What follows belongs to an exercise in optimizing a design on an open flow for small area, a short achievable clock period and few clock cycles per item; a production flow would make more cautious choices.
The RTL was checked by simulation tests, not by an equivalence proof against the original design.

`flow/run.sh`:
```
#!/bin/bash
# synth_recipe.tcl (not shown) runs the flow's synth.tcl, then flattens the netlist and writes it again
# the make line also repeats each setting of config.mk as NAME=value (left out here)
make -C /OpenROAD-flow-scripts/flow DESIGN_CONFIG=/design/flow/config.mk WORK_HOME=/design/flow/orfs CLKGATE_MAP_FILE= SYNTH_SCRIPT=/design/flow/synth_recipe.tcl finish
```
`flow/config.mk`:
```
export PLATFORM = sky130hd
export DESIGN_NAME = rational_add_mul_reduce
export DESIGN_NICKNAME = rational_add_mul_reduce
export VERILOG_FILES = /design/flow/design.v
export SDC_FILE = /design/flow/constraint.sdc
export NUM_CORES = 4
export LEC_CHECK = 0
export CAP_MARGIN = 20
export CORE_MARGIN = 2
export CORE_UTILIZATION = 40
export SLEW_MARGIN = 20
```
`flow/constraint.sdc`:
```
create_clock -name core_clock -period 11.0 [get_ports {clk_i}]
set_input_delay 2.2000 -clock core_clock [delete_from_list [all_inputs] [get_ports {clk_i}]]
set_output_delay 2.2000 -clock core_clock [all_outputs]
set_load 0.01 [all_outputs]
```
`flow/design.v`:
```
package ramr_pkg;
  localparam int unsigned NST  = 10;
  localparam int unsigned IDLE = 0;
  localparam int unsigned ABS  = 1;
  localparam int unsigned EUC  = 2;
  localparam int unsigned FIN  = 3;
  localparam int unsigned MUL  = 4;
  localparam int unsigned T1   = 5;
  localparam int unsigned C1   = 6;
  localparam int unsigned C2   = 7;
  localparam int unsigned C3   = 8;
  localparam int unsigned OUT  = 9;
  typedef enum logic [1:0] {
    G_FIRST,
    G_PROD,
    G_SUM
  } gcd_e;
endpackage
module ramr_div (
  input  logic [15:0] v_i,
  output logic [15:0] abs_o
);
  assign abs_o = v_i[15] ? (16'd0 - v_i) : v_i;
endmodule
module rational_add_mul_reduce (
  input  logic               clk_i,
  input  logic               rst_ni,
  input  logic               in_valid_i,
  output logic               in_stall_o,
  input  logic signed [15:0] first_num_i,
  input  logic signed [15:0] first_den_i,
  input  logic signed [15:0] second_num_i,
  input  logic signed [15:0] second_den_i,
  output logic               out_valid_o,
  input  logic               out_stall_i,
  output logic signed [15:0] reduced_num_o,
  output logic signed [15:0] reduced_den_o,
  output logic signed [31:0] sum_num_o,
  output logic signed [30:0] sum_den_o,
  output logic signed [30:0] prod_num_o,
  output logic signed [30:0] prod_den_o,
  output logic               reduce_undefined_o,
  output logic               sum_undefined_o,
  output logic               prod_undefined_o
);
  logic [ramr_pkg::NST-1:0] st_q, st_d;
  ramr_pkg::gcd_e gi_q, gi_d;
  logic [31:0] a_q, a_d, b_q, b_d;
  logic [31:0] sa_q, sa_d, sb_q, sb_d;
  logic [32:0] ta_q, ta_d, tb_q, tb_d;
  logic [4:0]  j_q, j_d;
  logic        jz_q, jz_d, up_q, up_d, k_q, k_d, pass_q, pass_d;
  logic        sx_q, sx_d, sy_q, sy_d;      
  logic        ssn_q, ssn_d, ssd_q, ssd_d;  
  logic        subs_q, subs_d, subt_q, subt_d;
  logic        az_q;
  logic [15:0] rn_q, rn_d, rd_q, rd_d;
  logic [31:0] pn_q, pn_d;                  
  logic [30:0] pd_q, pd_d;
  logic        ru_q, ru_d, pu_q, pu_d, su_q, su_d;
  logic [32:0] d1;        
  logic [33:0] d2;        
  logic        ge, ge2, bz;
  logic [31:0] ss;
  logic [32:0] tt;
  logic        gate_a, gate_b, sub_s, sub_t;
  logic [31:0] sa_op, sb_op;
  logic [32:0] ta_op, tb_op;
  logic [15:0] absx, absy;
  ramr_div u_absx (.v_i(rn_q), .abs_o(absx));
  ramr_div u_absy (.v_i(rd_q), .abs_o(absy));
  assign d1  = {1'b0, a_q} - {1'b0, b_q};
  assign d2  = {2'b0, a_q} - {1'b0, b_q, 1'b0};
  assign ge  = ~d1[32];
  assign ge2 = ~d2[33];
  assign bz  = (b_q == '0);
  assign gate_a = st_q[ramr_pkg::FIN] | st_q[ramr_pkg::C2];
  assign gate_b = st_q[ramr_pkg::FIN] & az_q;
  assign sub_s  = st_q[ramr_pkg::C2] ? sb_q[31] : subs_q;
  assign sub_t  = st_q[ramr_pkg::C2] ? tb_q[32] : subt_q;
  assign sa_op = gate_a ? '0 : sa_q;
  assign ta_op = gate_a ? '0 : ta_q;
  assign sb_op = gate_b ? '0 : sb_q;
  assign tb_op = gate_b ? '0 : tb_q;
  assign ss = sa_op + (sb_op ^ {32{sub_s}}) + {31'd0, sub_s};
  assign tt = ta_op + (tb_op ^ {33{sub_t}}) + {32'd0, sub_t};
  logic s_idle, s_abs, s_euc, s_fin, s_mul, s_t1, s_c1, s_c2, s_c3, s_out;
  assign s_idle = st_q[ramr_pkg::IDLE];
  assign s_abs  = st_q[ramr_pkg::ABS];
  assign s_euc  = st_q[ramr_pkg::EUC];
  assign s_fin  = st_q[ramr_pkg::FIN];
  assign s_mul  = st_q[ramr_pkg::MUL];
  assign s_t1   = st_q[ramr_pkg::T1];
  assign s_c1   = st_q[ramr_pkg::C1];
  assign s_c2   = st_q[ramr_pkg::C2];
  assign s_c3   = st_q[ramr_pkg::C3];
  assign s_out  = st_q[ramr_pkg::OUT];
  logic f_g1, f_gp, f_gs;
  assign f_g1 = s_fin & (gi_q == ramr_pkg::G_FIRST);
  assign f_gp = s_fin & (gi_q == ramr_pkg::G_PROD);
  assign f_gs = s_fin & (gi_q == ramr_pkg::G_SUM);
  logic e_end, e_up, e_act, e_dn, e_sw, e_add;
  assign e_end = s_euc & up_q & bz;
  assign e_up  = s_euc & up_q & ~bz & ge2;
  assign e_act = s_euc & ~(up_q & (bz | ge2));
  assign e_dn  = e_act & ~jz_q;
  assign e_sw  = e_act & jz_q;
  assign e_add = e_dn & ge;
  logic m_add;
  assign m_add = s_mul & b_q[0];
  logic ld_init;    
  assign ld_init = s_abs | s_c3 | f_gp;
  logic a_d1, a_b, a_abs, a_sa, a_pn;
  assign a_d1  = e_add;
  assign a_b   = e_sw | s_c1;
  assign a_abs = s_abs | f_g1;
  assign a_sa  = s_t1 | s_c3;
  assign a_pn  = f_gp;
  logic b_shl, b_shr, b_d1, b_a, b_abs, b_pd;
  assign b_shl = e_up;
  assign b_shr = e_dn | s_mul;
  assign b_d1  = (e_sw & ge) | (s_c2 & b_q[31]);
  assign b_a   = (e_sw & ~ge) | s_t1 | s_c1;
  assign b_abs = s_abs | f_g1;
  assign b_pd  = f_gp;
  logic sa_ss, sa_sb, sa_one, sa_zero;
  assign sa_ss   = e_add | m_add | s_c2 | f_gs;
  assign sa_sb   = e_sw | s_c1;
  assign sa_one  = ld_init;
  assign sa_zero = f_g1 | s_t1;
  logic sb_shl, sb_shr, sb_ss, sb_sa, sb_zero, sb_bd, sb_bn;
  assign sb_shl  = e_up | s_mul;
  assign sb_shr  = e_dn;
  assign sb_ss   = e_sw & ge;
  assign sb_sa   = (e_sw & ~ge) | s_c1;
  assign sb_zero = ld_init;
  assign sb_bd   = f_g1;
  assign sb_bn   = s_t1;
  logic ta_tt, ta_tb, ta_zero;
  assign ta_tt   = e_add | m_add | f_gs;
  assign ta_tb   = e_sw | s_c1;
  assign ta_zero = ld_init | f_g1;
  logic tb_shl, tb_shr, tb_tt, tb_ta, tb_one, tb_bn, tb_bd;
  assign tb_shl = e_up | s_mul;
  assign tb_shr = e_dn;
  assign tb_tt  = e_sw & ge;
  assign tb_ta  = (e_sw & ~ge) | s_c1;
  assign tb_one = ld_init;
  assign tb_bn  = f_g1;
  assign tb_bd  = s_t1;
  logic [31:0] sext_bn, sext_bd;
  assign sext_bn = {{16{pn_q[15]}}, pn_q[15:0]};
  assign sext_bd = {{16{pd_q[15]}}, pd_q[15:0]};
  always_comb begin
    a_d = a_q;
    if (a_d1)  a_d = d1[31:0];
    else if (a_b)     a_d = b_q;
    else if (a_abs)   a_d = {16'd0, absx};
    else if (a_sa)    a_d = sa_q;
    else if (a_pn)    a_d = pn_q;
    b_d = b_q;
    if (b_shl) b_d = {b_q[30:0], 1'b0};
    else if (b_shr)   b_d = {1'b0, b_q[31:1]};
    else if (b_d1)    b_d = d1[31:0];
    else if (b_a)     b_d = a_q;
    else if (b_abs)   b_d = {16'd0, absy};
    else if (b_pd)    b_d = {1'b0, pd_q};
    sa_d = sa_q;
    if (sa_ss) sa_d = ss;
    else if (sa_sb)   sa_d = sb_q;
    else if (sa_one)  sa_d = 32'd1;
    else if (sa_zero) sa_d = '0;
    sb_d = sb_q;
    if (sb_shl) sb_d = {sb_q[30:0], 1'b0};
    else if (sb_shr)   sb_d = {1'b0, sb_q[31:1]};
    else if (sb_ss)    sb_d = ss;
    else if (sb_sa)    sb_d = sa_q;
    else if (sb_zero)  sb_d = '0;
    else if (sb_bd)    sb_d = sext_bd;
    else if (sb_bn)    sb_d = sext_bn;
    ta_d = ta_q;
    if (ta_tt) ta_d = tt;
    else if (ta_tb)   ta_d = tb_q;
    else if (ta_zero) ta_d = '0;
    tb_d = tb_q;
    if (tb_shl) tb_d = {tb_q[31:0], 1'b0};
    else if (tb_shr)   tb_d = {1'b0, tb_q[32:1]};
    else if (tb_tt)    tb_d = tt;
    else if (tb_ta)    tb_d = ta_q;
    else if (tb_one)   tb_d = 33'd1;
    else if (tb_bn)    tb_d = {sext_bn[31], sext_bn};
    else if (tb_bd)    tb_d = {sext_bd[31], sext_bd};
  end
  always_comb begin
    rn_d = rn_q; rd_d = rd_q; pn_d = pn_q; pd_d = pd_q;
    ru_d = ru_q; pu_d = pu_q; su_d = su_q;
    if (s_idle) begin
      rn_d = first_num_i;
      rd_d = first_den_i;
      pn_d[15:0] = second_num_i;
      pd_d[15:0] = second_den_i;
    end
    if (f_g1) begin
      rn_d = tt[15:0];
      rd_d = ss[15:0];
      ru_d = az_q;
    end
    if (s_c2) pn_d = tt[31:0];
    if (s_c3) pd_d = b_q[30:0];
    if (f_gp) begin
      pn_d = {1'b0, tt[30:0]};
      pd_d = ss[30:0];
      pu_d = az_q;
    end
    if (f_gs) su_d = az_q;
  end
  always_comb begin
    st_d   = '0;
    gi_d   = gi_q;
    j_d    = j_q;
    jz_d   = jz_q;
    up_d   = up_q;
    k_d    = k_q;
    pass_d = pass_q;
    sx_d   = sx_q;  sy_d  = sy_q;
    ssn_d  = ssn_q; ssd_d = ssd_q;
    subs_d = subs_q;
    subt_d = subt_q;
    if (s_idle) begin
      if (in_valid_i) st_d[ramr_pkg::ABS] = 1'b1;
      else            st_d[ramr_pkg::IDLE] = 1'b1;
    end
    if (s_abs) begin
      sx_d = rn_q[15];
      sy_d = rd_q[15];
      gi_d = ramr_pkg::G_FIRST;
      st_d[ramr_pkg::EUC] = 1'b1;
    end
    if (s_euc) begin
      if (e_end) begin
        subs_d = ~k_q & (sx_q ^ sy_q);
        subt_d =  k_q & (sx_q ^ sy_q);
        st_d[ramr_pkg::FIN] = 1'b1;
      end else begin
        st_d[ramr_pkg::EUC] = 1'b1;
      end
      if (e_up) begin
        j_d  = j_q + 5'd1;
        jz_d = 1'b0;
      end
      if (e_dn) begin
        j_d  = j_q - 5'd1;
        jz_d = (j_q == 5'd1);
        up_d = 1'b0;
      end
      if (e_sw) begin
        k_d  = ~k_q;
        up_d = 1'b1;
      end
    end
    if (s_fin) begin
      case (gi_q)
        ramr_pkg::G_FIRST: begin
          pass_d = 1'b0;
          subs_d = sy_q;
          subt_d = sy_q;
          st_d[ramr_pkg::MUL] = 1'b1;
        end
        ramr_pkg::G_PROD: begin
          sx_d = ssn_q;
          sy_d = ssd_q;
          gi_d = ramr_pkg::G_SUM;
          st_d[ramr_pkg::EUC] = 1'b1;
        end
        default: st_d[ramr_pkg::OUT] = 1'b1;
      endcase
    end
    if (s_mul) begin
      if (b_q[31:1] == '0) begin
        if (pass_q) st_d[ramr_pkg::C1] = 1'b1;
        else        st_d[ramr_pkg::T1] = 1'b1;
      end else begin
        st_d[ramr_pkg::MUL] = 1'b1;
      end
    end
    if (s_t1) begin
      pass_d = 1'b1;
      subs_d = sx_q;
      subt_d = sx_q;
      st_d[ramr_pkg::MUL] = 1'b1;
    end
    if (s_c1) st_d[ramr_pkg::C2] = 1'b1;
    if (s_c2) begin
      ssn_d = tb_q[32];
      ssd_d = b_q[31];
      sx_d  = sb_q[31];
      sy_d  = b_q[31];
      st_d[ramr_pkg::C3] = 1'b1;
    end
    if (s_c3) begin
      gi_d = ramr_pkg::G_PROD;
      st_d[ramr_pkg::EUC] = 1'b1;
    end
    if (s_out) begin
      if (out_stall_i) st_d[ramr_pkg::OUT] = 1'b1;
      else             st_d[ramr_pkg::IDLE] = 1'b1;
    end
    if (ld_init) begin
      j_d  = '0;
      jz_d = 1'b1;
      up_d = 1'b1;
      k_d  = 1'b0;
      subs_d = 1'b0;
      subt_d = 1'b0;
    end
  end
  always_ff @(posedge clk_i or negedge rst_ni) begin
    if (!rst_ni) begin
      st_q <= ramr_pkg::NST'(1) << ramr_pkg::IDLE;
    end else begin
      st_q <= st_d;
    end
  end
  always_ff @(posedge clk_i) begin
    gi_q   <= gi_d;
    a_q    <= a_d;   b_q  <= b_d;
    sa_q   <= sa_d;  sb_q <= sb_d;
    ta_q   <= ta_d;  tb_q <= tb_d;
    j_q    <= j_d;   jz_q <= jz_d; up_q <= up_d; k_q <= k_d; pass_q <= pass_d;
    sx_q   <= sx_d;  sy_q <= sy_d; ssn_q <= ssn_d; ssd_q <= ssd_d;
    subs_q <= subs_d; subt_q <= subt_d;
    az_q   <= (a_q == '0);
    rn_q   <= rn_d;  rd_q <= rd_d; pn_q <= pn_d; pd_q <= pd_d;
    ru_q   <= ru_d;  pu_q <= pu_d; su_q <= su_d;
  end
  assign in_stall_o         = ~s_idle;
  assign out_valid_o        = s_out;
  assign reduced_num_o      = rn_q;
  assign reduced_den_o      = rd_q;
  assign sum_num_o          = ta_q[31:0];
  assign sum_den_o          = sa_q[30:0];
  assign prod_num_o         = pn_q[30:0];
  assign prod_den_o         = pd_q;
  assign reduce_undefined_o = ru_q;
  assign sum_undefined_o    = su_q;
  assign prod_undefined_o   = pu_q;
endmodule
```
==> impl_metrics.env, run 1 <==
export IMPL_cts_sink_count=320
export IMPL_crit_end="b_q[21]$_DFFE_PP_"
export IMPL_grt_antenna_before_repair=4
export IMPL_initial_drt_markers=3039
export IMPL_route_detailed_drc=0
export IMPL_vias=24100
export IMPL_gr_usage_all_layers_pct=30.7
export IMPL_finalNonFillerCells=3827
export IMPL_gr_total_overflow=0
export IMPL_startpoint="b_q[28]$_DFFE_PP_"
export IMPL_setup_tns_ps=0
export IMPL_async_flop_share_pct=3.13
export IMPL_rsz_0062_raised_after_global_routing="no"
export IMPL_tritoncts_clock_tree="yes"
export IMPL_mappedNetlistArea_mm2=0.0255
export IMPL_number_of_slew_limit_violations_in_the_final_report=0
export IMPL_number_of_placement_rows=92
export IMPL_drive_gt1_share_pct=6.48
export IMPL_tightestPinTransition_ps=1120
export IMPL_grt_pass1_vias=23000
export IMPL_number_of_synthesized_register_bits=320
export IMPL_cts_buffers=40
export IMPL_synth_enable_flop_cells=290
export IMPL_finalHoldViolCount=0
export IMPL_fp_dieH_um=257
export IMPL_gp_congestion=0.938
export IMPL_cts_max_path_buffers=3
export IMPL_start_util_pct=40.5
export IMPL_fp_dieArea_mm2=0.0659
export IMPL_finalWirelength_mm=105
export IMPL_worst_setup_path_category="reg -> reg"
export IMPL_yosysSeqAreaShare_pct=36.7
export IMPL_outcome="no timing/DRC/antenna violations"
export IMPL_critPathArrivalTime_ps=5740
export IMPL_maxSlewHeadroom_pct=23.6
export IMPL_worst_ep_required_time_ps=11290
export IMPL_grt_pass1_wl_mm=154
export IMPL_endpoint_kind="flip-flop"
export IMPL_max_cap_violations=0
export IMPL_synth_warnings=1
export IMPL_coreArea_mm2=0.0631
export IMPL_worstSetupStartpointType="flip-flop"
export IMPL_worst_path_max_fanout=20
export IMPL_timing_final_crit_share_pct=49.5
export IMPL_io_buffer_count=229
export IMPL_postSynthAreaPerCell_um2=8.77
export IMPL_clk_transition_reported_paths_ps=60
export IMPL_final_net_count=3147
export IMPL_worstReg2RegStart="b_q[28]$_DFFE_PP_"
export IMPL_io_pins=230
export IMPL_ant_nets=0
export IMPL_class_of_the_worst_hold_path="reg -> reg"
export IMPL_netlist_instances=2911
export IMPL_htree_levels=2
export IMPL_cts_root_buf="sky130_fd_sc_hd__clkbuf_16"
export IMPL_vias_per_cell=6.30
export IMPL_drtPass1Iterations=6
export IMPL_finalSetupViolCount=0
export IMPL_fmax_mhz=184
export IMPL_wire_per_inst_um=27.4
export IMPL_post_cts_setup_buffer_count=0
export IMPL_mappedNetlistNets=3110
export IMPL_insertion_delay_ps=580
export IMPL_finalClockSkew_ps=13.5
export IMPL_rrSetupSlack_ps=5550
export IMPL_syn_to_final_growth_pct=14.6
export IMPL_post_dp_hpwl_mm=74.8
export IMPL_post_cts_resized_instances=0
export IMPL_die_width_um=257
export IMPL_maximum_number_of_pins_on_one_net_before_global_route_repair=137
export IMPL_postSynth_topFlopCell="sky130_fd_sc_hd__edfxtp_1"
export IMPL_r2r_end="b_q[21]$_DFFE_PP_"
export IMPL_synth_lib_cells_used_distinct=101
export IMPL_final_critical_period_ps=5450
export IMPL_worst_r2r_path_depth=11
export IMPL_placed_instances=3752
export IMPL_count_of_hold_buffers_inserted_by_post_cts_repair=0
sequential cells by signal (all words and copies together), names as in the netlist, 31 cells and up:
signal / flops
ta_q: 33
tb_q: 33
sa_q: 32
pn_q: 32
pd_q: 31
a_q: 32
b_q: 32
sb_q: 32
cell families (layout without fill, tap and decap cells):
logic type | Yosys count | after routing | share of synthesized area, %
XOR/XNOR | 179 | 179 | 6.14
flip-flops | 320 | 320 | 36.7
other | 0 | 3 | 0
AO/OA/AOI/OAI | 970 | 970 | 25.9
AND/OR/NAND/NOR | 914 | 914 | 16.3
buffers and inverters | 356 | 423 | 6.90
adder cells (fa/ha/maj) | 131 | 131 | 6.51
multiplexers | 41 | 41 | 1.63
cells in the final DEF (no fill, tap or decap), drive strengths merged, types with 17 or more instances in the layout:
master	synthesis	routed
o31ai	27	27
and3	20	20
clkbuf	132	54
mux2i	40	40
nor2	177	177
buf	147	45
a21oi	187	187
o21ai	231	231
xnor2	63	63
ha	128	128
and2	80	80
a2111oi	31	31
o22ai	17	17
a31oi	19	19
clkdlybuf4s50	0	229
nand2b	20	20
dfxtp	20	20
nand4	19	19
o211ai	18	18
a21o	83	83
nand2	415	415
edfxtp	290	290
nor4	20	20
inv	76	76
a31o	46	46
nand3	47	47
a211oi	86	86
xor2	116	116
a22oi	66	66
a21boi	32	32
nor3	50	50
nor2b	24	24
worst max-delay path: stages (launching register included):
cell and delay, ps:
sky130_fd_sc_hd__edfxtp_1 490, sky130_fd_sc_hd__inv_1 110, sky130_fd_sc_hd__ha_1 300, sky130_fd_sc_hd__nand4b_1 190
sky130_fd_sc_hd__nor4_1 570, sky130_fd_sc_hd__o21ai_1 170, sky130_fd_sc_hd__a21oi_2 460, sky130_fd_sc_hd__o31a_1 750
sky130_fd_sc_hd__nand2b_1 470, sky130_fd_sc_hd__a21oi_1 440, sky130_fd_sc_hd__nand4_1 670, sky130_fd_sc_hd__buf_4 520
worst min-delay path by stage:
stage / from / endpoint / cells after the start
3_3_place_gp: pass_q$_SDFFE_PP1P_ / st_q[5]$_DFF_PN0_ / 1
3_5_place_dp: pass_q$_SDFFE_PP1P_ / st_q[5]$_DFF_PN0_ / 1
2_1_floorplan: pass_q$_SDFFE_PP1P_ / st_q[5]$_DFF_PN0_ / 1
4_1_cts: pass_q$_SDFFE_PP1P_ / st_q[5]$_DFF_PN0_ / 1
5_1_grt: pass_q$_SDFFE_PP1P_ / st_q[5]$_DFF_PN0_ / 1
6_report: pass_q$_SDFFE_PP1P_ / st_q[5]$_DFF_PN0_ / 1
per-stage QoR:
stage          worst slack (ps)  hold slack, ps  instance area (um2)  utilization [%]
4_1_cts                    5600             435                29300             46.4
5_1_grt                    5340             481                29300             46.4
3_5_place_dp               5610             429                27900             44.2
2_1_floorplan              6460             398                25500                -
3_3_place_gp               5810             413                27900             44.2
6_report                   5550             434                29300             46.4
routing by layer:
| metal | track usage (%) | routed length (um) |
|---|---|---|
| met5 | 0 | 0 |
| met4 | 9.01 | 3320 |
| met3 | 5.83 | 9240 |
| met2 | 50.0 | 48900 |
| met1 | 41.4 | 43500 |
cell usage after synthesis, types with 66 or more instances:
library cell,instances,area [um2]
sky130_fd_sc_hd__xor2_1,116,1020
sky130_fd_sc_hd__nand2_1,414,1550
sky130_fd_sc_hd__clkbuf_1,130,488
sky130_fd_sc_hd__ha_1,128,1600
sky130_fd_sc_hd__inv_1,76,285
sky130_fd_sc_hd__buf_4,99,743
sky130_fd_sc_hd__o21ai_0,183,916
sky130_fd_sc_hd__a211oi_1,82,616
sky130_fd_sc_hd__edfxtp_1,290,8710
sky130_fd_sc_hd__a21o_1,82,616
sky130_fd_sc_hd__a21oi_1,183,916
sky130_fd_sc_hd__and2_1,80,500
sky130_fd_sc_hd__nor2_1,175,657
sky130_fd_sc_hd__a22oi_1,66,495
cell type report:
class | count | area [um2]
Fill cell | 6134 | 33800
Multi-Input combinational cell | 2235 | 14500
Sequential cell | 320 | 9360
Timing Repair Buffer | 274 | 2640
Clock buffer | 54 | 1180
Tap cell | 846 | 1060
Inverter | 77 | 289
Clock inverter | 18 | 191
Antenna cell | 3 | 7.51
Testbench counts, summed over its fixed seeds: cycles 320,763, items 2,400.
==> run 2: changes to the inputs <==
--- a/flow/design.v
+++ b/flow/design.v
@@ -61,5 +61,6 @@
   logic [32:0] d1;        
   logic [33:0] d2;        
-  logic        ge, ge2, bz;
+  logic [34:0] d4;        
+  logic        ge, ge2, ge4, bz;
   logic [31:0] ss;
   logic [32:0] tt;
@@ -74,15 +75,7 @@
   assign ge  = ~d1[32];
   assign ge2 = ~d2[33];
+  assign d4  = {3'b0, a_q} - {1'b0, b_q, 2'b0};
+  assign ge4 = ~d4[34];
   assign bz  = (b_q == '0);
-  assign gate_a = st_q[ramr_pkg::FIN] | st_q[ramr_pkg::C2];
-  assign gate_b = st_q[ramr_pkg::FIN] & az_q;
-  assign sub_s  = st_q[ramr_pkg::C2] ? sb_q[31] : subs_q;
-  assign sub_t  = st_q[ramr_pkg::C2] ? tb_q[32] : subt_q;
-  assign sa_op = gate_a ? '0 : sa_q;
-  assign ta_op = gate_a ? '0 : ta_q;
-  assign sb_op = gate_b ? '0 : sb_q;
-  assign tb_op = gate_b ? '0 : tb_q;
-  assign ss = sa_op + (sb_op ^ {32{sub_s}}) + {31'd0, sub_s};
-  assign tt = ta_op + (tb_op ^ {33{sub_t}}) + {32'd0, sub_t};
   logic s_idle, s_abs, s_euc, s_fin, s_mul, s_t1, s_c1, s_c2, s_c3, s_out;
   assign s_idle = st_q[ramr_pkg::IDLE];
@@ -96,17 +89,30 @@
   assign s_c3   = st_q[ramr_pkg::C3];
   assign s_out  = st_q[ramr_pkg::OUT];
+  logic bc_q, bc_d, m_neg, m_two, m_add;
+  assign m_add = s_mul & ((b_q[1:0] != 2'b00) | bc_q) & ~(b_q[1] & b_q[0] & bc_q);
+  assign m_neg = b_q[1] & ~(b_q[0] & bc_q);
+  assign m_two = ((b_q[1:0] == 2'b01) & bc_q) | ((b_q[1:0] == 2'b10) & ~bc_q);
+  assign sub_s  = s_c2 ? sb_q[31] : (subs_q ^ (s_mul & m_neg));
+  assign sub_t  = s_c2 ? tb_q[32] : (subt_q ^ (s_mul & m_neg));
+  assign gate_a = st_q[ramr_pkg::FIN] | st_q[ramr_pkg::C2];
+  assign gate_b = st_q[ramr_pkg::FIN] & az_q;
+  assign sa_op = gate_a ? '0 : sa_q;
+  assign ta_op = gate_a ? '0 : ta_q;
+  assign sb_op = gate_b ? '0 : (s_mul & m_two) ? {sb_q[30:0], 1'b0} : sb_q;
+  assign tb_op = gate_b ? '0 : (s_mul & m_two) ? {tb_q[31:0], 1'b0} : tb_q;
+  assign ss = sa_op + (sb_op ^ {32{sub_s}}) + {31'd0, sub_s};
+  assign tt = ta_op + (tb_op ^ {33{sub_t}}) + {32'd0, sub_t};
   logic f_g1, f_gp, f_gs;
   assign f_g1 = s_fin & (gi_q == ramr_pkg::G_FIRST);
   assign f_gp = s_fin & (gi_q == ramr_pkg::G_PROD);
   assign f_gs = s_fin & (gi_q == ramr_pkg::G_SUM);
-  logic e_end, e_up, e_act, e_dn, e_sw, e_add;
+  logic e_end, e_up, e_up2, e_act, e_dn, e_sw, e_add;
   assign e_end = s_euc & up_q & bz;
-  assign e_up  = s_euc & up_q & ~bz & ge2;
-  assign e_act = s_euc & ~(up_q & (bz | ge2));
+  assign e_up2 = s_euc & up_q & ~bz & ge4;
+  assign e_up  = s_euc & up_q & ~bz & ge2 & ~ge4;
+  assign e_act = s_euc & ~(up_q & (bz | ge2));   
   assign e_dn  = e_act & ~jz_q;
   assign e_sw  = e_act & jz_q;
   assign e_add = e_dn & ge;
-  logic m_add;
-  assign m_add = s_mul & b_q[0];
   logic ld_init;    
   assign ld_init = s_abs | s_c3 | f_gp;
@@ -117,7 +123,10 @@
   assign a_sa  = s_t1 | s_c3;
   assign a_pn  = f_gp;
-  logic b_shl, b_shr, b_d1, b_a, b_abs, b_pd;
+  logic b_shl2, b_shl, b_shr, b_d1, b_a, b_abs, b_pd;
+  assign b_shl2 = e_up2;
   assign b_shl = e_up;
-  assign b_shr = e_dn | s_mul;
+  assign b_shr = e_dn;
+  logic b_shr2;
+  assign b_shr2 = s_mul;
   assign b_d1  = (e_sw & ge) | (s_c2 & b_q[31]);
   assign b_a   = (e_sw & ~ge) | s_t1 | s_c1;
@@ -129,6 +138,7 @@
   assign sa_one  = ld_init;
   assign sa_zero = f_g1 | s_t1;
-  logic sb_shl, sb_shr, sb_ss, sb_sa, sb_zero, sb_bd, sb_bn;
-  assign sb_shl  = e_up | s_mul;
+  logic sb_shl2, sb_shl, sb_shr, sb_ss, sb_sa, sb_zero, sb_bd, sb_bn;
+  assign sb_shl2 = e_up2 | s_mul;
+  assign sb_shl  = e_up;
   assign sb_shr  = e_dn;
   assign sb_ss   = e_sw & ge;
@@ -141,6 +151,7 @@
   assign ta_tb   = e_sw | s_c1;
   assign ta_zero = ld_init | f_g1;
-  logic tb_shl, tb_shr, tb_tt, tb_ta, tb_one, tb_bn, tb_bd;
-  assign tb_shl = e_up | s_mul;
+  logic tb_shl2, tb_shl, tb_shr, tb_tt, tb_ta, tb_one, tb_bn, tb_bd;
+  assign tb_shl2 = e_up2 | s_mul;
+  assign tb_shl = e_up;
   assign tb_shr = e_dn;
   assign tb_tt  = e_sw & ge;
@@ -160,6 +171,8 @@
     else if (a_pn)    a_d = pn_q;
     b_d = b_q;
-    if (b_shl) b_d = {b_q[30:0], 1'b0};
+    if (b_shl2) b_d = {b_q[29:0], 2'b0};
+    else if (b_shl) b_d = {b_q[30:0], 1'b0};
     else if (b_shr)   b_d = {1'b0, b_q[31:1]};
+    else if (b_shr2)  b_d = {2'b0, b_q[31:2]};
     else if (b_d1)    b_d = d1[31:0];
     else if (b_a)     b_d = a_q;
@@ -172,5 +185,6 @@
     else if (sa_zero) sa_d = '0;
     sb_d = sb_q;
-    if (sb_shl) sb_d = {sb_q[30:0], 1'b0};
+    if (sb_shl2) sb_d = {sb_q[29:0], 2'b0};
+    else if (sb_shl) sb_d = {sb_q[30:0], 1'b0};
     else if (sb_shr)   sb_d = {1'b0, sb_q[31:1]};
     else if (sb_ss)    sb_d = ss;
@@ -184,5 +198,6 @@
     else if (ta_zero) ta_d = '0;
     tb_d = tb_q;
-    if (tb_shl) tb_d = {tb_q[31:0], 1'b0};
+    if (tb_shl2) tb_d = {tb_q[30:0], 2'b0};
+    else if (tb_shl) tb_d = {tb_q[31:0], 1'b0};
     else if (tb_shr)   tb_d = {1'b0, tb_q[32:1]};
     else if (tb_tt)    tb_d = tt;
@@ -227,4 +242,5 @@
     subs_d = subs_q;
     subt_d = subt_q;
+    bc_d   = 1'b0;
     if (s_idle) begin
       if (in_valid_i) st_d[ramr_pkg::ABS] = 1'b1;
@@ -249,4 +265,8 @@
         jz_d = 1'b0;
       end
+      if (e_up2) begin
+        j_d  = j_q + 5'd2;
+        jz_d = 1'b0;
+      end
       if (e_dn) begin
         j_d  = j_q - 5'd1;
@@ -277,5 +297,6 @@
     end
     if (s_mul) begin
-      if (b_q[31:1] == '0) begin
+      bc_d = b_q[1];
+      if ((b_q[31:2] == '0) && !b_q[1]) begin
         if (pass_q) st_d[ramr_pkg::C1] = 1'b1;
         else        st_d[ramr_pkg::T1] = 1'b1;
@@ -329,5 +350,5 @@
     j_q    <= j_d;   jz_q <= jz_d; up_q <= up_d; k_q <= k_d; pass_q <= pass_d;
     sx_q   <= sx_d;  sy_q <= sy_d; ssn_q <= ssn_d; ssd_q <= ssd_d;
-    subs_q <= subs_d; subt_q <= subt_d;
+    subs_q <= subs_d; subt_q <= subt_d; bc_q <= bc_d;
     az_q   <= (a_q == '0);
     rn_q   <= rn_d;  rd_q <= rd_d; pn_q <= pn_d; pd_q <= pd_d;
==> impl_metrics.env, run 2 <==
export IMPL_vias_per_cell=6.37
export IMPL_number_of_synthesized_register_bits=321
export IMPL_tritoncts_clock_tree="yes"
export IMPL_vias=27300
export IMPL_final_critical_period_ps=5840
export IMPL_io_pins=230
export IMPL_maximum_number_of_pins_on_one_net_before_global_route_repair=87
export IMPL_worst_path_max_fanout=52
export IMPL_worst_setup_path_category="reg -> reg"
export IMPL_class_of_the_worst_hold_path="reg -> reg"
export IMPL_count_of_hold_buffers_inserted_by_post_cts_repair=0
export IMPL_wire_per_inst_um=26.9
export IMPL_clk_transition_reported_paths_ps=60
export IMPL_io_buffer_count=229
export IMPL_worst_r2r_path_depth=12
export IMPL_startpoint="b_q[9]$_DFFE_PP_"
export IMPL_grt_pass1_wl_mm=168
export IMPL_coreArea_mm2=0.0689
export IMPL_mappedNetlistNets=3555
export IMPL_mostFrequentLayoutCell="sky130_fd_sc_hd__nand2_1"
export IMPL_r2r_end="sb_q[22]$_DFFE_PP_"
export IMPL_rrSetupSlack_ps=5160
export IMPL_gp_congestion=0.979
export IMPL_timing_final_crit_share_pct=53.1
export IMPL_post_synth_main_area_contributors="sky130_fd_sc_hd__edfxtp_1 (31%), sky130_fd_sc_hd__ha_1 (7.2%), sky130_fd_sc_hd__nand2_1 (6.5%), sky130_fd_sc_hd__a21oi_1 (5.2%), sky130_fd_sc_hd__o21ai_0 (4.2%)"
export IMPL_postSynth_topFlopCell="sky130_fd_sc_hd__edfxtp_1"
export IMPL_synth_fa_ha_area_share_pct=7.38
export IMPL_post_cts_resized_instances=0
export IMPL_setup_tns_ps=0
export IMPL_yosysSeqAreaShare_pct=33.5
export IMPL_htree_levels=2
export IMPL_finalClockSkew_ps=28.1
export IMPL_worst_slack_ps=5160
export IMPL_largest_family_of_logic_cells_by_synthesized_area="compound AO/OA/AOI/OAI gates"
export IMPL_grt_antenna_before_repair=2
export IMPL_synth_simple_gate_area_share_pct=18.1
export IMPL_most_numerous_cell_types_in_the_synthesized_netlist="sky130_fd_sc_hd__nand2_1 (484), sky130_fd_sc_hd__a21oi_1 (293), sky130_fd_sc_hd__edfxtp_1 (287)"
export IMPL_fp_dieArea_mm2=0.0720
export IMPL_maxSlewHeadroom_pct=19.5
export IMPL_detailedPlace_worstSlack_ps=5320
export IMPL_tightestPinTransition_ps=1210
export IMPL_cts_buffers=41
export IMPL_number_of_slew_limit_violations_in_the_final_report=0
export IMPL_mappedNetlistArea_mm2=0.0280
export IMPL_yosysTopAreaCell="sky130_fd_sc_hd__edfxtp_1"
export IMPL_cts_max_path_buffers=3
export IMPL_synth_lib_cells_used_distinct=96
export IMPL_number_of_placement_rows=96
export IMPL_worst_ep_required_time_ps=11220
export IMPL_yosys_cell_count_top_type="sky130_fd_sc_hd__nand2_1"
export IMPL_gr_usage_all_layers_pct=31.0
export IMPL_util_after_layout_pct=45.8
export IMPL_worstSetupStartpointType="flip-flop"
export IMPL_post_cts_setup_buffer_count=0
export IMPL_finalSetupViolCount=0
export IMPL_netlist_instances=3324
export IMPL_synth_warnings=1
export IMPL_post_dp_hpwl_mm=81.3
export IMPL_fp_dieH_um=268
export IMPL_start_util_pct=40.5
export IMPL_postSynthAreaPerCell_um2=8.41
export IMPL_cts_root_buf="sky130_fd_sc_hd__clkbuf_16"
export IMPL_drive_gt1_share_pct=5.15
export IMPL_synth_mux_area_share_pct=3.04
export IMPL_async_flop_share_pct=3.12
export IMPL_synth_enable_flop_cells=287
export IMPL_placed_area_mm2=0.0303
export IMPL_max_cap_violations=0
export IMPL_finalHoldViolCount=0
export IMPL_grt_pass1_vias=25300
export IMPL_route_detailed_drc=0
export IMPL_initial_drt_markers=3407
export IMPL_final_net_count=3558
export IMPL_antennaDiodeCount=0
export IMPL_worstReg2RegStart="b_q[9]$_DFFE_PP_"
export IMPL_insertion_delay_ps=590
export IMPL_final_cell_mix="sky130_fd_sc_hd__nand2_1 (481), sky130_fd_sc_hd__a21oi_1 (293), sky130_fd_sc_hd__edfxtp_1 (287), sky130_fd_sc_hd__o21ai_0 (232), sky130_fd_sc_hd__clkdlybuf4s50_1 (229)"
export IMPL_cts_sink_count=321
export IMPL_xor_and_xnor_fraction_of_the_mapped_netlist_area_pct=5.51
export IMPL_die_width_um=268
export IMPL_outcome="no timing/DRC/antenna violations"
export IMPL_finalInstanceArea_mm2=0.0316
export IMPL_ant_nets=0
export IMPL_drtPass1Iterations=8
export IMPL_top_regs="ta_q (33), tb_q (33)"
export IMPL_synth_compound_area_share_pct=25.6
export IMPL_gr_total_overflow=0
export IMPL_fmax_mhz=171
export IMPL_syn_to_final_growth_pct=13.0
export IMPL_synth_top_cell_area_share_pct=30.8
export IMPL_hp_start="pass_q$_SDFFE_PP1P_"
export IMPL_critPathArrivalTime_ps=6060
export IMPL_endpoint_kind="flip-flop"
export IMPL_crit_end="sb_q[22]$_DFFE_PP_"
export IMPL_finalWirelength_mm=116
export IMPL_rsz_0062_raised_after_global_routing="no"
==> run 2: cell types whose count changed after synthesis, sizes merged, moves of 18 or more <==
cell     change
a21boi      -30
a2111oi     -26
ha          +32
nand2       +69
mux2i       +37
a22oi       -50
nor2        +31
nand3       +45
a31o        -41
a21oi      +109
buf         +22
a221oi      +48
a21o        -18
==> run 2: how the worst min path moves through the flow <==
stage                     cells after the start           endpoint  slack, ps
after floorplan                               0  st_q[8]$_DFF_PN0_        410
after global placement                        1  st_q[5]$_DFF_PN0_        430
after detailed placement                      1  st_q[5]$_DFF_PN0_        450
after CTS                                     1  st_q[5]$_DFF_PN0_        460
after global routing                          1  st_q[5]$_DFF_PN0_        500
final                                         1  st_q[5]$_DFF_PN0_        470
==> run 2: area by class of cell <==
cell class                      count  area [um2]
Fill cell                        6855       37400
Multi-Input combinational cell   2605       16800
Sequential cell                   321        9350
Timing Repair Buffer              278        2660
Tap cell                          931        1160
Clock buffer                       57        1150
Inverter                           80         300
Clock inverter                     18         164
==> run 2: cells by family (layout without fill, tap and decap cells) <==
group | Yosys count | in the layout
adder cells (fa/ha/maj) | 163 | 163
XOR/XNOR | 176 | 176
multiplexers | 84 | 84
AND/OR/NAND/NOR | 1103 | 1103
flip-flops | 321 | 321
AO/OA/AOI/OAI | 1079 | 1079
buffers and inverters | 398 | 433
==> run 2: metrics by stage <==
step | cells | hold WS, ps
2_1_floorplan | 3324 | 408
3_3_place_gp | 4215 | 431
3_5_place_dp | 4215 | 450
4_1_cts | 4290 | 458
5_1_grt | 4290 | 498
6_report | 4290 | 466
==> run 2: critical path, stage by stage (launching register included) <==
cell and delay, ps:
sky130_fd_sc_hd__edfxtp_1 510, sky130_fd_sc_hd__inv_1 190, sky130_fd_sc_hd__ha_1 350, sky130_fd_sc_hd__nand3_1 80, sky130_fd_sc_hd__nor3_1 280, sky130_fd_sc_hd__o2111ai_1 230, sky130_fd_sc_hd__a311oi_2 590, sky130_fd_sc_hd__o21ai_2 260
sky130_fd_sc_hd__nor2_4 840, sky130_fd_sc_hd__buf_4 740, sky130_fd_sc_hd__nor3_2 120, sky130_fd_sc_hd__nand2_2 540, sky130_fd_sc_hd__buf_4 650
==> run 2: routing by layer <==
metal | wire length [um] | share of wire (%) | global-route usage, % | up-vias
met1 | 47200 | 41 | 42.9 | 13100
met4 | 3670 | 3.2 | 9.83 | 2
met3 | 12900 | 11 | 6.80 | 222
met5 | 13 | 0.011 | 0 | -
li1 | - | - | - | 12300
met2 | 51800 | 45 | 48.2 | 1641
Testbench counts of run 2, summed over its fixed seeds: cycles 265,925, items 2,400.
==> run 3: changes to the inputs <==
--- a/flow/config.mk
+++ b/flow/config.mk
@@ -8,4 +8,4 @@
 export CAP_MARGIN = 20
 export CORE_MARGIN = 2
-export CORE_UTILIZATION = 40
+export CORE_UTILIZATION = 65
 export SLEW_MARGIN = 20
==> impl_metrics.env, run 3 <==
export IMPL_vias_per_cell=7.40
export IMPL_setup_tns_ps=0
export IMPL_mappedNetlistArea_mm2=0.0280
export IMPL_final_cell_mix="sky130_fd_sc_hd__nand2_1 (481), sky130_fd_sc_hd__a21oi_1 (293), sky130_fd_sc_hd__edfxtp_1 (287), sky130_fd_sc_hd__o21ai_0 (231), sky130_fd_sc_hd__clkdlybuf4s50_1 (229)"
export IMPL_finalNonFillerCells=3890
export IMPL_clk_transition_reported_paths_ps=60
export IMPL_endpoint_kind="flip-flop"
export IMPL_rsz_0062_raised_after_global_routing="no"
export IMPL_worst_setup_path_category="reg -> reg"
export IMPL_fmax_mhz=169
export IMPL_finalClockSkew_ps=20.7
export IMPL_yosysSeqAreaShare_pct=33.5
export IMPL_route_detailed_drc=0
export IMPL_cts_buffers=38
export IMPL_finalHoldViolCount=0
export IMPL_area_sequential_mm2=0.00935
export IMPL_timing_final_crit_share_pct=53.6
export IMPL_number_of_placement_rows=75
export IMPL_maxSlewHeadroom_pct=18.7
export IMPL_number_of_slew_limit_violations_in_the_final_report=0
export IMPL_post_synth_main_area_contributors="sky130_fd_sc_hd__edfxtp_1 (31%), sky130_fd_sc_hd__ha_1 (7.2%), sky130_fd_sc_hd__nand2_1 (6.5%), sky130_fd_sc_hd__a21oi_1 (5.2%), sky130_fd_sc_hd__o21ai_0 (4.2%)"
export IMPL_post_dp_hpwl_mm=76.7
export IMPL_most_numerous_cell_types_in_the_synthesized_netlist="sky130_fd_sc_hd__nand2_1 (484), sky130_fd_sc_hd__a21oi_1 (293), sky130_fd_sc_hd__edfxtp_1 (287)"
export IMPL_tritoncts_clock_tree="yes"
export IMPL_cts_max_path_buffers=3
export IMPL_gr_usage_all_layers_pct=48.1
export IMPL_fillerInstances=3122
export IMPL_wl_met3_mm=16.8
export IMPL_yosys_cell_count_top_type="sky130_fd_sc_hd__nand2_1"
export IMPL_placed_instances=3819
export IMPL_grt_pass1_vias=27100
export IMPL_worstSetupStartpointType="flip-flop"
export IMPL_io_buffer_count=229
export IMPL_fp_dieArea_mm2=0.0447
export IMPL_ant_nets=0
export IMPL_top_regs="ta_q (33), tb_q (33)"
export IMPL_finalSetupViolCount=0
export IMPL_wl_met2_mm=46.6
export IMPL_coreArea_mm2=0.0422
export IMPL_final_critical_period_ps=5900
export IMPL_cts_sink_count=321
export IMPL_insertion_delay_ps=580
export IMPL_postSynth_topFlopCell="sky130_fd_sc_hd__edfxtp_1"
export IMPL_die_width_um=211
export IMPL_htree_levels=2
export IMPL_vias=28800
export IMPL_outcome="no timing/DRC/antenna violations"
export IMPL_critPathArrivalTime_ps=6090
export IMPL_post_cts_resized_instances=0
export IMPL_gp_congestion=0.999
export IMPL_synth_warnings=1
export IMPL_synth_lib_cells_used_distinct=96
export IMPL_count_of_hold_buffers_inserted_by_post_cts_repair=0
export IMPL_postSynthAreaPerCell_um2=8.41
export IMPL_worst_ep_required_time_ps=11180
export IMPL_mappedNetlistNets=3555
export IMPL_syn_to_final_growth_pct=11.0
export IMPL_antennaDiodeCount=0
export IMPL_maximum_number_of_pins_on_one_net_before_global_route_repair=83
export IMPL_synth_enable_flop_cells=287
export IMPL_multiInputGateArea_mm2=0.0168
export IMPL_max_cap_violations=0
export IMPL_fp_dieH_um=211
export IMPL_finalWirelength_mm=110
export IMPL_final_net_count=3552
export IMPL_io_pins=230
export IMPL_start_util_pct=66.2
export IMPL_post_cts_setup_buffer_count=0
export IMPL_highest_layer="met4"
export IMPL_grt_pass1_wl_mm=164
export IMPL_tightestPinTransition_ps=1220
export IMPL_hold_path_depth=1
export IMPL_worst_path_max_fanout=67
export IMPL_netlist_instances=3324
export IMPL_async_flop_share_pct=3.12
export IMPL_gr_total_overflow=0
export IMPL_yosysTopAreaCell="sky130_fd_sc_hd__edfxtp_1"
export IMPL_number_of_synthesized_register_bits=321
export IMPL_detail_route_wirelength_met1_mm=38.6
export IMPL_mostFrequentLayoutCell="sky130_fd_sc_hd__nand2_1"
export IMPL_initial_drt_markers=4949
export IMPL_grt_antenna_before_repair=0
export IMPL_wire_per_inst_um=28.2
export IMPL_class_of_the_worst_hold_path="reg -> reg"
export IMPL_drtPass1Iterations=9
export IMPL_drive_gt1_share_pct=4.95
export IMPL_synth_top_cell_area_share_pct=30.8
export IMPL_cts_root_buf="sky130_fd_sc_hd__clkbuf_16"
export IMPL_worst_r2r_path_depth=12
## run 3: logic make-up (layout without fill, tap and decap cells)
kind of cell               count (synthesis)  count (layout)  share of synthesized area (%)
xor gates and xnor gates                 176             176                           5.51
and+or+nand+nor                         1103            1103                           18.1
adders and majority gates                163             163                           7.38
AOI/OAI and AO/OA                       1079            1079                           25.6
DFF                                      321             321                           33.5
buffers and inverters                    398             425                           6.92
muxes                                     84              84                           3.04
## run 3: metal layers
layer | GRT usage (%) | vias up
met3 | 13.4 | 568
met5 | 0 | -
li1 | - | 12300
met1 | 63.0 | 13400
met2 | 71.2 | 2581
met4 | 28.2 | 0
## run 3: cell type report
type | instances | share of cell area [%]
Multi-Input combinational cell | 2605 | 54.2
Sequential cell | 321 | 30.1
Timing Repair Buffer | 275 | 8.53
Clock buffer | 49 | 3.40
Tap cell | 539 | 2.17
Inverter | 80 | 0.968
Clock inverter | 21 | 0.613
## run 3: final timing paths
| kind | from | end | slack [ps] |
|---|---|---|---|
| setup / recovery | b_q[16]$_DFFE_PP_ | sb_q[18]$_DFFE_PP_ | 5100 |
| hold / removal | pass_q$_SDFFE_PP1P_ | st_q[5]$_DFF_PN0_ | 470 |
| setup reg to reg | b_q[16]$_DFFE_PP_ | sb_q[18]$_DFFE_PP_ | 5100 |
| hold reg to reg | pass_q$_SDFFE_PP1P_ | st_q[5]$_DFF_PN0_ | 470 |
| max in group asynchronous | rst_ni | st_q[8]$_DFF_PN0_ | 8410 |
| min in group asynchronous | rst_ni | st_q[1]$_DFF_PN0_ | 2080 |
## run 3: worst max-delay path, stage by stage, from the launching register on
cell                       delay, ps
sky130_fd_sc_hd__edfxtp_1        560
sky130_fd_sc_hd__nor4_1          760
sky130_fd_sc_hd__nand4_1         520
sky130_fd_sc_hd__nor3_2          440
sky130_fd_sc_hd__nor2_1          190
sky130_fd_sc_hd__o21a_1          140
sky130_fd_sc_hd__buf_4           280
sky130_fd_sc_hd__nor2_4          480
sky130_fd_sc_hd__buf_4           770
sky130_fd_sc_hd__nor3_2          130
sky130_fd_sc_hd__buf_4           310
sky130_fd_sc_hd__nand2_2          90
sky130_fd_sc_hd__buf_4           730
## run 3: metrics by stage
stage                     util (%)  hold slack, ps  setup WS, ps  cell area, um2
after floorplan                  -             408          6370           28000
after global placement        70.4             424          5490           29700
after detailed placement      70.4             447          5430           29700
after CTS                     73.4             460          5380           31000
after global routing          73.5             497          4790           31000
final                         73.5             465          5100           31000
==> run 4: changes to the inputs <==
--- a/flow/design.v
+++ b/flow/design.v
@@ -115,4 +115,6 @@
   assign e_sw  = e_act & jz_q;
   assign e_add = e_dn & ge;
+  logic r_zero;
+  assign r_zero = ge ? (a_q == b_q) : (a_q == '0);
   logic ld_init;    
   assign ld_init = s_abs | s_c3 | f_gp;
@@ -258,4 +260,8 @@
         subt_d =  k_q & (sx_q ^ sy_q);
         st_d[ramr_pkg::FIN] = 1'b1;
+      end else if (e_sw & r_zero) begin
+        subs_d =  k_q & (sx_q ^ sy_q);
+        subt_d = ~k_q & (sx_q ^ sy_q);
+        st_d[ramr_pkg::FIN] = 1'b1;
       end else begin
         st_d[ramr_pkg::EUC] = 1'b1;
@@ -351,5 +357,5 @@
     sx_q   <= sx_d;  sy_q <= sy_d; ssn_q <= ssn_d; ssd_q <= ssd_d;
     subs_q <= subs_d; subt_q <= subt_d; bc_q <= bc_d;
-    az_q   <= (a_q == '0);
+    az_q   <= (a_q == '0) & ~e_sw;
     rn_q   <= rn_d;  rd_q <= rd_d; pn_q <= pn_d; pd_q <= pd_d;
     ru_q   <= ru_d;  pu_q <= pu_d; su_q <= su_d;
--- a/flow/config.mk
+++ b/flow/config.mk
@@ -8,4 +8,4 @@
 export CAP_MARGIN = 20
 export CORE_MARGIN = 2
-export CORE_UTILIZATION = 65
+export CORE_UTILIZATION = 50
 export SLEW_MARGIN = 20
==> impl_metrics.env, run 4 <==
export IMPL_outcome="no timing/DRC/antenna violations"
export IMPL_postSynthAreaPerCell_um2=8.31
export IMPL_timing_final_crit_share_pct=56.3
export IMPL_count_of_hold_buffers_inserted_by_post_cts_repair=0
export IMPL_synth_enable_flop_cells=287
export IMPL_final_net_count=3541
export IMPL_worst_setup_path_category="reg -> reg"
export IMPL_number_of_placement_rows=85
export IMPL_final_cell_mix="sky130_fd_sc_hd__nand2_1 (427), sky130_fd_sc_hd__a21oi_1 (321), sky130_fd_sc_hd__edfxtp_1 (287), sky130_fd_sc_hd__o21ai_0 (260), sky130_fd_sc_hd__clkdlybuf4s50_1 (229)"
export IMPL_maximum_number_of_pins_on_one_net_before_global_route_repair=83
export IMPL_netlist_instances=3307
export IMPL_post_dp_hpwl_mm=79.7
export IMPL_hp_start="pass_q$_SDFFE_PP1P_"
export IMPL_yosysTopAreaCell="sky130_fd_sc_hd__edfxtp_1"
export IMPL_most_numerous_cell_types_in_the_synthesized_netlist="sky130_fd_sc_hd__nand2_1 (432), sky130_fd_sc_hd__a21oi_1 (323), sky130_fd_sc_hd__edfxtp_1 (287)"
export IMPL_gr_total_overflow=0
export IMPL_clk_transition_reported_paths_ps=60
export IMPL_grt_pass1_wl_mm=167
export IMPL_die_width_um=238
export IMPL_post_synth_main_area_contributors="sky130_fd_sc_hd__edfxtp_1 (31%), sky130_fd_sc_hd__ha_1 (7.3%), sky130_fd_sc_hd__nand2_1 (5.9%), sky130_fd_sc_hd__a21oi_1 (5.9%), sky130_fd_sc_hd__o21ai_0 (4.8%)"
export IMPL_mappedNetlistNets=3538
export IMPL_vias_per_cell=6.82
export IMPL_insertion_delay_ps=580
export IMPL_hold_path_depth=1
export IMPL_async_flop_share_pct=3.12
export IMPL_mappedNetlistArea_mm2=0.0275
export IMPL_area_sequential_mm2=0.00935
export IMPL_tightestPinTransition_ps=1100
export IMPL_setup_tns_ps=0
export IMPL_finalWirelength_mm=113
export IMPL_ant_nets=0
export IMPL_highest_layer="met5"
export IMPL_fp_dieArea_mm2=0.0568
export IMPL_rsz_0062_raised_after_global_routing="no"
export IMPL_finalClockSkew_ps=13.2
export IMPL_hold_path_end="st_q[5]$_DFF_PN0_"
export IMPL_worstReg2RegStart="b_q[2]$_DFFE_PP_"
export IMPL_top_regs="ta_q (33), tb_q (33)"
export IMPL_cts_max_path_buffers=3
export IMPL_cp_slowest_cell="sky130_fd_sc_hd__a221oi_4"
export IMPL_multiInputGateArea_mm2=0.0163
export IMPL_cts_sink_count=321
export IMPL_maxSlewHeadroom_pct=25.9
export IMPL_worst_ep_required_time_ps=11330
export IMPL_yosysSeqAreaShare_pct=34.0
export IMPL_syn_to_final_growth_pct=12.7
export IMPL_io_buffer_count=229
export IMPL_finalSetupViolCount=0
export IMPL_rrSetupSlack_ps=4810
export IMPL_gp_congestion=0.997
export IMPL_max_cap_violations=0
export IMPL_fmax_mhz=162
export IMPL_finalHoldViolCount=0
export IMPL_vias=27500
export IMPL_initial_drt_markers=3452
export IMPL_route_detailed_drc=0
export IMPL_drive_gt1_share_pct=4.82
export IMPL_worst_path_max_fanout=68
export IMPL_wire_per_inst_um=28.1
export IMPL_fillerInstances=4907
export IMPL_grt_pass1_vias=26000
export IMPL_critPathArrivalTime_ps=6520
export IMPL_fp_dieH_um=238
export IMPL_drtPass1Iterations=6
export IMPL_worst_slack_ps=4810
export IMPL_synth_warnings=1
export IMPL_tritoncts_clock_tree="yes"
export IMPL_coreArea_mm2=0.0540
export IMPL_final_critical_period_ps=6190
export IMPL_htree_levels=2
export IMPL_worst_r2r_path_depth=15
export IMPL_io_pins=230
export IMPL_util_after_layout_pct=57.3
export IMPL_number_of_synthesized_register_bits=321
export IMPL_r2r_end="sa_q[24]$_DFFE_PP_"
export IMPL_postSynth_topFlopCell="sky130_fd_sc_hd__edfxtp_1"
export IMPL_post_cts_setup_buffer_count=0
export IMPL_start_util_pct=50.9
export IMPL_detail_route_wirelength_met1_mm=43.9
export IMPL_mostFrequentLayoutCell="sky130_fd_sc_hd__nand2_1"
export IMPL_yosys_cell_count_top_type="sky130_fd_sc_hd__nand2_1"
export IMPL_wl_met3_mm=12.6
export IMPL_worstSetupStartpointType="flip-flop"
export IMPL_gr_usage_all_layers_pct=38.9
export IMPL_grt_antenna_before_repair=1
export IMPL_cts_root_buf="sky130_fd_sc_hd__clkbuf_16"
export IMPL_detailedPlace_worstSlack_ps=4930
export IMPL_wl_met2_mm=51.6
export IMPL_post_cts_resized_instances=0
export IMPL_synth_lib_cells_used_distinct=88
export IMPL_crit_path_cell_trace="inv_1 -> ha_1 -> nor2b_1 -> o31a_1 -> o221a_1 -> o31ai_1 -> a32oi_1 -> a221oi_4 -> nor2_4 -> a211oi_4 -> buf_4 -> and2b_2 -> buf_4 -> nand2b_1 -> nand2_1"
export IMPL_max_stage_delay_ps=760
export IMPL_class_of_the_worst_hold_path="reg -> reg"
export IMPL_cts_buffers=40
export IMPL_number_of_slew_limit_violations_in_the_final_report=0
export IMPL_cp_common_cell="sky130_fd_sc_hd__buf_4"
export IMPL_synth_top_cell_area_share_pct=31.4
export IMPL_endpoint_kind="flip-flop"
[run 4: worst max-delay path by stage]
stage	end	slack [ps]	startpoint
2_1_floorplan	sb_q[10]$_DFFE_PP_	6010	b_q[23]$_DFFE_PP_
3_3_place_gp	sa_q[24]$_DFFE_PP_	4940	b_q[2]$_DFFE_PP_
3_5_place_dp	sa_q[24]$_DFFE_PP_	4930	b_q[2]$_DFFE_PP_
4_1_cts	sa_q[24]$_DFFE_PP_	4880	b_q[2]$_DFFE_PP_
5_1_grt	sa_q[31]$_DFFE_PP_	4570	b_q[2]$_DFFE_PP_
6_report	sa_q[24]$_DFFE_PP_	4810	b_q[2]$_DFFE_PP_
[run 4: kinds of logic after synthesis]
family | count (synthesis) | synth area share (%)
buffers and inverters | 408 | 7.08
flip-flops | 321 | 34.0
XOR/XNOR | 184 | 5.87
multiplexers | 60 | 2.19
AO/OA/AOI/OAI | 1105 | 25.6
AND/OR/NAND/NOR | 1066 | 17.8
adder cells (fa/ha/maj) | 163 | 7.50
[run 4: layer usage]
| metal | up-vias | track usage [%] |
|---|---|---|
| met5 | - | 0 |
| met4 | 2 | 17.0 |
| met3 | 327 | 8.64 |
| met2 | 1812 | 62.0 |
| met1 | 13200 | 50.9 |
| li1 | 12200 | - |
[run 4: worst max-delay path: cells and delay by family, from the launching register on]
family          cells  cell delay, ps
simple gates        5            1070
compound gates      6            2580
fa+ha+maj           1             380
buf+inv             3            1280
flops               1             580
[run 4: final cells by class]
type | instances | share of cell area, %
well taps | 696 | 2.81
clock inverters | 24 | 0.905
multi-input cells | 2578 | 52.8
clock buffers | 47 | 3.52
inverters | 88 | 1.07
repair buffers | 281 | 8.73
diodes | 1 | 0.00808
flip-flops and latches | 321 | 30.2
[run 4: per-stage QoR]
| step | area [um2] | hold slack [ps] | std cells |
|---|---|---|---|
| global route | 31000 | 463 | 4035 |
| CTS | 30900 | 442 | 4034 |
| global placement | 29600 | 449 | 3963 |
| finish | 31000 | 448 | 4036 |
| floorplan | 27500 | 396 | 3307 |
| detailed placement | 29600 | 435 | 3963 |
Testbench counts of run 4, summed over its fixed seeds: cycles 258,755, items 2,400.
==> run 5: changes to the inputs <==
==> flow/flow/run.sh (new file) <==
#!/bin/bash
set -euo pipefail
bash standard.sh SETUP_SLACK_MARGIN=6.5 finish > make_finish.log 2>&1
==> flow/standard.sh (new file) <==
#!/bin/bash
# synth_recipe.tcl (not shown) runs the flow's synth.tcl, then flattens the netlist and writes it again
# the make line also repeats each setting of config.mk as NAME=value (left out here)
make -C /OpenROAD-flow-scripts/flow DESIGN_CONFIG=/design/flow/config.mk WORK_HOME=/design/flow/orfs CLKGATE_MAP_FILE= SYNTH_SCRIPT=/design/flow/synth_recipe.tcl "${@:-finish}"
removed: flow/run.sh
==> impl_metrics.env, run 5 <==
export IMPL_outcome="no timing/DRC/antenna violations"
export IMPL_timing_final_crit_share_pct=42.9
export IMPL_crit_path_cell_trace="and2_2 -> buf_12 -> a21oi_2 -> xor2_1 -> ha_1 -> nor2b_4 -> o31a_1 -> o41a_1 -> o211ai_1 -> a21oi_2 -> o41ai_4 -> buf_4 -> buf_6 -> o211ai_1 -> a21oi_2 -> xnor2_2 -> o21ai_0 -> o21ai_0"
export IMPL_grt_antenna_before_repair=5
export IMPL_critPathArrivalTime_ps=5050
export IMPL_insertion_delay_ps=600
export IMPL_htree_levels=2
export IMPL_hp_start="pass_q$_SDFFE_PP1P_"
export IMPL_worst_ep_required_time_ps=11340
export IMPL_worst_path_max_fanout=63
export IMPL_syn_to_final_growth_pct=22.6
export IMPL_yosysTopAreaCell="sky130_fd_sc_hd__edfxtp_1"
export IMPL_mappedNetlistArea_mm2=0.0275
export IMPL_finalClockSkew_ps=24.7
export IMPL_placed_area_mm2=0.0296
export IMPL_startpoint="st_q[3]$_DFF_PN0_"
export IMPL_postSynth_topFlopCell="sky130_fd_sc_hd__edfxtp_1"
export IMPL_cts_max_path_buffers=3
export IMPL_max_stage_delay_ps=590
export IMPL_mappedNetlistNets=3538
export IMPL_number_of_placement_rows=85
export IMPL_final_cell_mix="sky130_fd_sc_hd__nand2_1 (417), sky130_fd_sc_hd__a21oi_1 (298), sky130_fd_sc_hd__edfxtp_1 (287), sky130_fd_sc_hd__o21ai_0 (248), sky130_fd_sc_hd__clkdlybuf4s50_1 (229)"
export IMPL_cp_common_cell="sky130_fd_sc_hd__a21oi_2"
export IMPL_vias_per_cell=6.96
export IMPL_yosysSeqAreaShare_pct=34.0
export IMPL_mostFrequentLayoutCell="sky130_fd_sc_hd__nand2_1"
export IMPL_start_util_pct=50.9
export IMPL_hold_path_depth=1
export IMPL_grt_most_used_layer="met2"
export IMPL_io_pins=230
export IMPL_cts_sink_count=321
export IMPL_fp_dieArea_mm2=0.0568
export IMPL_gp_congestion=1.00
export IMPL_tritoncts_clock_tree="yes"
export IMPL_final_critical_period_ps=4720
export IMPL_cts_buffers=41
export IMPL_clk_transition_reported_paths_ps=60
export IMPL_synth_lib_cells_used_distinct=88
export IMPL_number_of_synthesized_register_bits=321
export IMPL_coreArea_mm2=0.0540
export IMPL_drtPass1Iterations=13
export IMPL_class_of_the_worst_hold_path="reg -> reg"
export IMPL_initial_drt_markers=3923
export IMPL_die_width_um=238
export IMPL_synth_top_cell_area_share_pct=31.4
export IMPL_io_buffer_count=229
export IMPL_post_dp_hpwl_mm=80.3
export IMPL_worstSetupStartpointType="flip-flop"
export IMPL_count_of_hold_buffers_inserted_by_post_cts_repair=0
export IMPL_finalInstanceArea_mm2=0.0337
export IMPL_maxSlewHeadroom_pct=24.0
export IMPL_number_of_slew_limit_violations_in_the_final_report=0
export IMPL_grt_pass1_wl_mm=175
export IMPL_worst_setup_path_category="reg -> reg"
export IMPL_rsz_0062_raised_after_global_routing="yes"
export IMPL_postSynthAreaPerCell_um2=8.31
export IMPL_async_flop_share_pct=3.12
export IMPL_gr_usage_all_layers_pct=41.2
export IMPL_cts_root_buf="sky130_fd_sc_hd__clkbuf_16"
export IMPL_ant_nets=0
export IMPL_route_detailed_drc=0
export IMPL_r2r_end="sb_q[24]$_DFFE_PP_"
export IMPL_vias=29200
export IMPL_finalHoldViolCount=0
export IMPL_fillerInstances=4687
export IMPL_maximum_number_of_pins_on_one_net_before_global_route_repair=83
export IMPL_netlist_instances=3307
export IMPL_grtUsageMet2_pct=63.8
export IMPL_top_regs="ta_q (33), tb_q (33)"
export IMPL_tightestPinTransition_ps=1140
export IMPL_fmax_mhz=212
export IMPL_fp_dieH_um=238
export IMPL_synth_warnings=1
export IMPL_endpoint_kind="flip-flop"
export IMPL_setup_tns_ps=0
export IMPL_most_numerous_cell_types_in_the_synthesized_netlist="sky130_fd_sc_hd__nand2_1 (432), sky130_fd_sc_hd__a21oi_1 (323), sky130_fd_sc_hd__edfxtp_1 (287)"
export IMPL_post_synth_main_area_contributors="sky130_fd_sc_hd__edfxtp_1 (31%), sky130_fd_sc_hd__ha_1 (7.3%), sky130_fd_sc_hd__nand2_1 (5.9%), sky130_fd_sc_hd__a21oi_1 (5.9%), sky130_fd_sc_hd__o21ai_0 (4.8%)"
export IMPL_finalSetupViolCount=0
export IMPL_finalWirelength_mm=125
export IMPL_worst_r2r_path_depth=18
export IMPL_rrSetupSlack_ps=6280
export IMPL_final_net_count=3693
export IMPL_synth_enable_flop_cells=287
export IMPL_wire_per_inst_um=29.9
export IMPL_grt_util_met1_pct=53.7
export IMPL_drive_gt1_share_pct=12.1
export IMPL_cp_slowest_cell="sky130_fd_sc_hd__dfrtp_2"
export IMPL_max_cap_violations=0
export IMPL_met3_grt_util_pct=10.3
export IMPL_gr_total_overflow=0
export IMPL_grt_pass1_vias=27100
export IMPL_worstReg2RegStart="st_q[3]$_DFF_PN0_"
export IMPL_hold_path_end="st_q[5]$_DFF_PN0_"
export IMPL_yosys_cell_count_top_type="sky130_fd_sc_hd__nand2_1"
-- run 5: cell counts after synthesis --
Identical to the previous run, type by type.
-- run 5: cell families after synthesis --
| group | count (synthesis) | share of synthesized area [%] |
|---|---|---|
| flip-flops | 321 | 34.0 |
| buffers and inverters | 408 | 7.08 |
| adder cells (fa/ha/maj) | 163 | 7.50 |
| AND/OR/NAND/NOR | 1066 | 17.8 |
| XOR/XNOR | 184 | 5.87 |
| multiplexers | 60 | 2.19 |
| AO/OA/AOI/OAI | 1105 | 25.6 |
-- run 5: area by class of cell --
type | count | area (um2) | area share (%)
diodes | 1 | 2.50 | 0.00743
clock buffers | 54 | 1130 | 3.35
clock inverters | 22 | 241 | 0.717
inverters | 88 | 333 | 0.988
multi-input cells | 2584 | 17200 | 51.1
flip-flops and latches | 321 | 9370 | 27.8
well taps | 696 | 871 | 2.59
repair buffers | 426 | 4520 | 13.4
-- run 5: layer usage --
metal / wire length [um] / part of all wire [%] / vias up
met5: 35 / 0.028 / -
met4: 7420 / 5.9 / 6
met3: 16500 / 13 / 494
met2: 55100 / 44 / 2217
met1: 46100 / 37 / 14000
li1: - / - / 12500
-- run 5: worst max-delay path by stage --
| stage | cells past startpoint | end | slack, ps |
|---|---|---|---|
| global route | 21 | sb_q[24]$_DFFE_PP_ | 6210 |
| CTS | 11 | a_q[23]$_DFFE_PP_ | 6390 |
| finish | 18 | sb_q[24]$_DFFE_PP_ | 6280 |
| detailed placement | 15 | sa_q[29]$_DFFE_PP_ | 4870 |
| global placement | 15 | sa_q[25]$_DFFE_PP_ | 4950 |
| floorplan | 20 | tb_q[30]$_DFFE_PP_ | 6510 |
-- run 5: repair_timing --
action / in CTS / in global routing
cloned: 14 / 12
buffers inserted: 59 / 66
endpoints found under the hold margin: 0 / 0
resized for setup: 121 / 108
pin swaps: 42 / 63
setup endpoints to repair: 430 / 299
-- run 5: per-stage QoR --
step / util (%) / setup WS [ps] / instances / hold WS, ps
floorplan: - / 6510 / 3307 / 396
global placement: 54.8 / 4950 / 3964 / 424
detailed placement: 54.8 / 4870 / 3964 / 443
CTS: 59.8 / 6390 / 4113 / 451
global route: 62.3 / 6210 / 4192 / 483
finish: 62.3 / 6280 / 4192 / 470
-- run 5: critical path: cells and delay by family, from the launching register on --
kind	cells	cell delay, ps
AOI/OAI and AO/OA	10	2240
and+or+nand+nor	2	380
buffers and inverters	3	660
DFF	1	590
xor gates and xnor gates	2	260
adders and majority gates	1	330

## static timing again, ports no longer ideal
No port has a modelled driver above. Below, the same layouts with a new extraction and two added sets of constraints.
Step 1 assumes that a clkbuf_16 drives the clock port and a buf_2 every other input.
Step 2 times the ports against the registers' clock, not the clock port: input delays grow and output delays shrink by t, the midpoint of the rising clock arrivals with the driver on.
Three values: ideal ports, drivers, drivers and shift; two values: the first two.
run | t (ns) | slack for setup (ns) | worst setup path after step 2
run 1 | 0.635 | 5.554 / 5.554 / 5.554 | register to register
run 2 | 0.644 | 5.156 / 5.156 / 5.156 | register to register
run 3 | 0.627 | 5.099 / 5.099 / 5.099 | register to register
run 4 | 0.638 | 4.808 / 4.808 / 4.808 | register to register
run 5 | 0.645 | 6.283 / 6.283 / 6.283 | register to register
After both steps every run listed still meets setup and hold.
